This is an optimization exercise on Yosys and OpenROAD, whose aim is a short achievable clock period and few clock cycles per item, not a production implementation. In this exercise RTL edits were held to simulation tests only and were not proved equivalent to the original. Power is estimated from default activity; no workload was simulated.

Setup of job 129:
## gpio_bus_slave
module gpio_bus_slave (
	input  logic                                BUS,
	input  logic                                reset,
	input  logic                                valid,
	input  logic                                rnw,
	input  gpio_bus_pkg::addr_t                 addr,
	input  gpio_bus_pkg::data_t                 write_data,
	input  gpio_bus_pkg::gpio_vec_t             gp_ip,
	output logic                                ready,
	output logic                                error,
	output gpio_bus_pkg::data_t                 read_data,
	output gpio_bus_pkg::gpio_vec_t             gp_op,
	output logic [gpio_bus_pkg::WORD_COUNT-1:0] gp_op_valid
);
==> flow/config.mk <==
export PLATFORM = sky130hd
export DESIGN_NAME = gpio_bus_slave
export DESIGN_NICKNAME = gpio_bus_slave
export VERILOG_FILES = /design/flow/design.v
export SDC_FILE = /design/flow/constraint.sdc
export NUM_CORES = 4
export LEC_CHECK = 0
export CAP_MARGIN = 20
export CORE_MARGIN = 2
export CORE_UTILIZATION = 40
export PLACE_DENSITY = 0.7
export SETUP_SLACK_MARGIN = 2.6
export SLEW_MARGIN = 20
export SYNTH_HIERARCHICAL = 1
export SYNTH_MINIMUM_KEEP_SIZE = 0
==> flow/constraint.sdc <==
create_clock -name core_clock -period 4.0 [get_ports {BUS}]
set_input_delay 0.8000 -clock core_clock [delete_from_list [all_inputs] [get_ports {BUS}]]
set_output_delay 0.8000 -clock core_clock [all_outputs]
set_load 0.01 [all_outputs]
standard.sh (not shown) runs the stock make flow with config.mk's settings and CLKGATE_MAP_FILE= SYNTH_SCRIPT=/design/flow/synth_recipe.tcl, a recipe that flattens the netlist after the stock synthesis.
==> flow/flow/run.sh <==
#!/bin/bash
# The standard synthesis and layout, except that timing repair may resize a
# cell to any drive strength (sky130hd otherwise only swaps cells of the same
# width before routing).
set -euo pipefail
bash standard.sh synth > synth.log 2>&1
bash standard.sh MATCH_CELL_FOOTPRINT=0 finish > layout.log 2>&1
Job 129 has completed all stages; timing, DRC and antenna checks passed.
Testbench counts of job 129, summed over its fixed seeds: cycles 9,600, items 4,800.
Setup changes, job 129 to job 8387
Settings: PLACE_DENSITY: 0.7 -> unset; SETUP_SLACK_MARGIN: 2.6 -> 2.3.
## What came out
Compared with job 129, in job 8387 worst-path maximum fanout went down by 6; global router's overall resource usage now sits higher; total number of vias picked up an extra 177. A beginning of the critical path of addr[5] is what job 129 shows, while u_gpo.gp_op[115] belongs to job 8387. Taking job 129 as the reference, in job 8387 synthesis-to-layout area growth grew by 4.9 points; count of clock buffers in the final design shrank by 1; final non-filler cell area grew by 2.8%; first-pass GRT wire length grew by about 1.7%. Measured against each other, job 8387 and job 129 differ in tightest hold margin, the higher figure coming from job 8387.
The inputs of job 702 differ from those of job 8387 as listed below.
Settings: a change of CORE_UTILIZATION from 40 to 48; a change of SETUP_SLACK_MARGIN from 2.3 to 2.6.
## What came out
- Compare job 702 and job 8387 | sequential share of power lower: job 8387
- Compared with job 8387, in job 702 via density per instance picked up an extra 0.70, area added between synthesis and finish lost 3.6 points, total of plain and repair buffers excluding clock buffers lost 4.
- Of job 702 and job 8387, job 702 shows the lower share of power burned in combinational logic, with job 8387 above it.
- Sort job 702 and job 8387 by count of buffer and inverter cells on the critical path asc -> top: job 8387
- Final instance area, job 702 and job 8387: larger value in job 8387
- Job 8387 -> job 702: placed wire-length estimate after detailed placement decreased by a few percent
- Looking only at endpoint required time on the critical path, and setting everything else aside, the lower value of job 702 and job 8387 goes to job 8387.
- Sequential share of layout area: job 702 > job 8387
- Compared with job 8387, the router placed more vias in job 702.
What job 2425 does differently from job 702 at the input level:
Settings: a change of CORE_UTILIZATION from 48 to 40.
==> flow/run.sh (new file) <==
#!/bin/bash
# synth_recipe.tcl (not shown) runs the flow's synth.tcl, then flattens the netlist and writes it again
# the make line also repeats each setting of config.mk as NAME=value (left out here)
make -C /OpenROAD-flow-scripts/flow DESIGN_CONFIG=/design/flow/config.mk WORK_HOME=/design/flow/orfs CLKGATE_MAP_FILE= SYNTH_SCRIPT=/design/flow/synth_recipe.tcl finish
removed: flow/flow/run.sh
removed: flow/standard.sh
## What came out
[diff] wire length, job 2425 relative to job 702: improvement. The lower power drawn by the combinational cells of job 702 and job 2425 is in job 702. On data arrival at the endpoint of the critical path: job 2425 sits below job 702. Compare job 702 and job 2425 | initial standard-cell utilization of the core higher: job 702. In terms of hold slack, job 2425 and job 702 differ only marginally. Side by side, clock network power turned out lower in job 2425 than in job 702. In the flow results for job 702 and job 2425, the total power is larger on job 702. Diff job 702 -> job 2425: multi-input logic area increased by 0.75% relative to the old numbers, wire length of the first global-routing pass closely matched the old numbers. When job 2425 is set beside job 702, its final critical-path share of the clock period turns out to be 7.0 points smaller.

gpio_bus_slave, a different RTL version from the one above (not shown whole).
For scale: about 1600 cells after synthesis, ~300 flip-flops, about 620 I/O pins, ~0.016 mm^2 of cells after synthesis.
clock: 4.0 ns
lec_check: 0
cap_margin: 20
core_margin: 2
core_utilization: 40
setup_slack_margin: 2.6
slew_margin: 20
synth_hierarchical: 1
synth_minimum_keep_size: 0
==> flow/flow/run.sh <==
#!/bin/bash
# The standard synthesis and layout, except that timing repair may resize a
# cell to any drive strength (sky130hd otherwise only swaps cells of the same
# width before routing).
set -euo pipefail
bash standard.sh synth > synth.log 2>&1
bash standard.sh MATCH_CELL_FOOTPRINT=0 finish > layout.log 2>&1
The starting point went through all stages and came out clean.
Testbench counts at the start, summed over its fixed seeds: cycles 9,600, items 4,800.
==> next run, changes <==
==> flow/run.sh (new file) <==
#!/bin/bash
# synth_recipe.tcl (not shown) runs the flow's synth.tcl, then flattens the netlist and writes it again
# the make line also repeats each setting of config.mk as NAME=value (left out here)
make -C /OpenROAD-flow-scripts/flow DESIGN_CONFIG=/design/flow/config.mk WORK_HOME=/design/flow/orfs CLKGATE_MAP_FILE= SYNTH_SCRIPT=/design/flow/synth_recipe.tcl finish
--- a/flow/config.mk
+++ b/flow/config.mk
@@ -11 +11 @@
-export SETUP_SLACK_MARGIN = 2.6
+export SETUP_SLACK_MARGIN = 2.3
@@ -14,0 +15 @@
+export TNS_END_PERCENT = 10
removed: flow/flow/run.sh
removed: flow/standard.sh
What happened:
- wire length went down by about 10%
- final cell count went down by about 9%
- setup slack gets worse by 86 ps
- via count went down by 9.8%
- synthesized area does not change
- power went up by 2.5%
- cell area went down by about 12%
- count of clock-buffer cells in the layout is unchanged
- utilization went down by 8.6 points
- worst hold slack gets worse by 10 ps
- global-route usage went down by 2.9 points
==> next run, changes <==
--- a/flow/config.mk
+++ b/flow/config.mk
@@ -11 +11 @@
-export SETUP_SLACK_MARGIN = 2.3
+export SETUP_SLACK_MARGIN = 2.6
@@ -15 +14,0 @@
-export TNS_END_PERCENT = 10
Combinational power went up by about 5%; register-to-register slack gains 30 ps; clock power drops by about 6%; synthesized cell count is unchanged; sequential share of layout area goes down by 1.6 points; clock-buffer cell count is unchanged.

[afterwards: timing with drivers on the ports]
No port has a modelled driver above. Below, the same layouts with a new extraction and two added sets of constraints.
Step 1 sets driving cells, clkbuf_16 on the clock port and buf_2 on the other inputs (assumed; they add their load-dependent delay and slew).
Step 2, shift: input delay + t, output delay - t, t = (earliest + latest rising clock arrival at the registers) / 2. This alone moves slack from input paths to output paths.
a / b / c = ideal ports / drivers / drivers and shift; a / b = the first two.
run | shift t [ns] | slack for setup (ns) | hold WS [ns] | worst setup path at the end | cell pins on the clock port's net
job 129 | 0.575 | 2.124 / 2.079 / 1.505 | 0.489 / 0.489 / 0.489 | input to register | 1
job 8387 | 0.583 | 2.184 / 2.052 / 1.468 | 0.498 / 0.498 / 0.498 | input to register | 1
job 702 | 0.575 | 1.893 / 1.873 / 1.298 | 0.497 / 0.497 / 0.497 | input to register | 1
job 2425 | 0.575 | 2.172 / 1.991 / 1.417 | 0.496 / 0.496 / 0.496 | input to register | 1
the first run of note 2 | 0.571 | 2.036 / 2.010 / 1.439 | 0.498 / 0.498 / 0.498 | input to register | 1
the second run of note 2 | 0.559 | 1.950 / 1.965 / 1.405 | 0.488 / 0.488 / 0.488 | input to register | 1
the third run of note 2 | 0.571 | 2.078 / 2.010 / 1.440 | 0.497 / 0.497 / 0.497 | input to register | 1
After both steps setup and hold are still met in every run listed. The setup slack of job 2425, which loses most, moves by -0.181 ns with the drivers and by -0.755 ns with both steps.
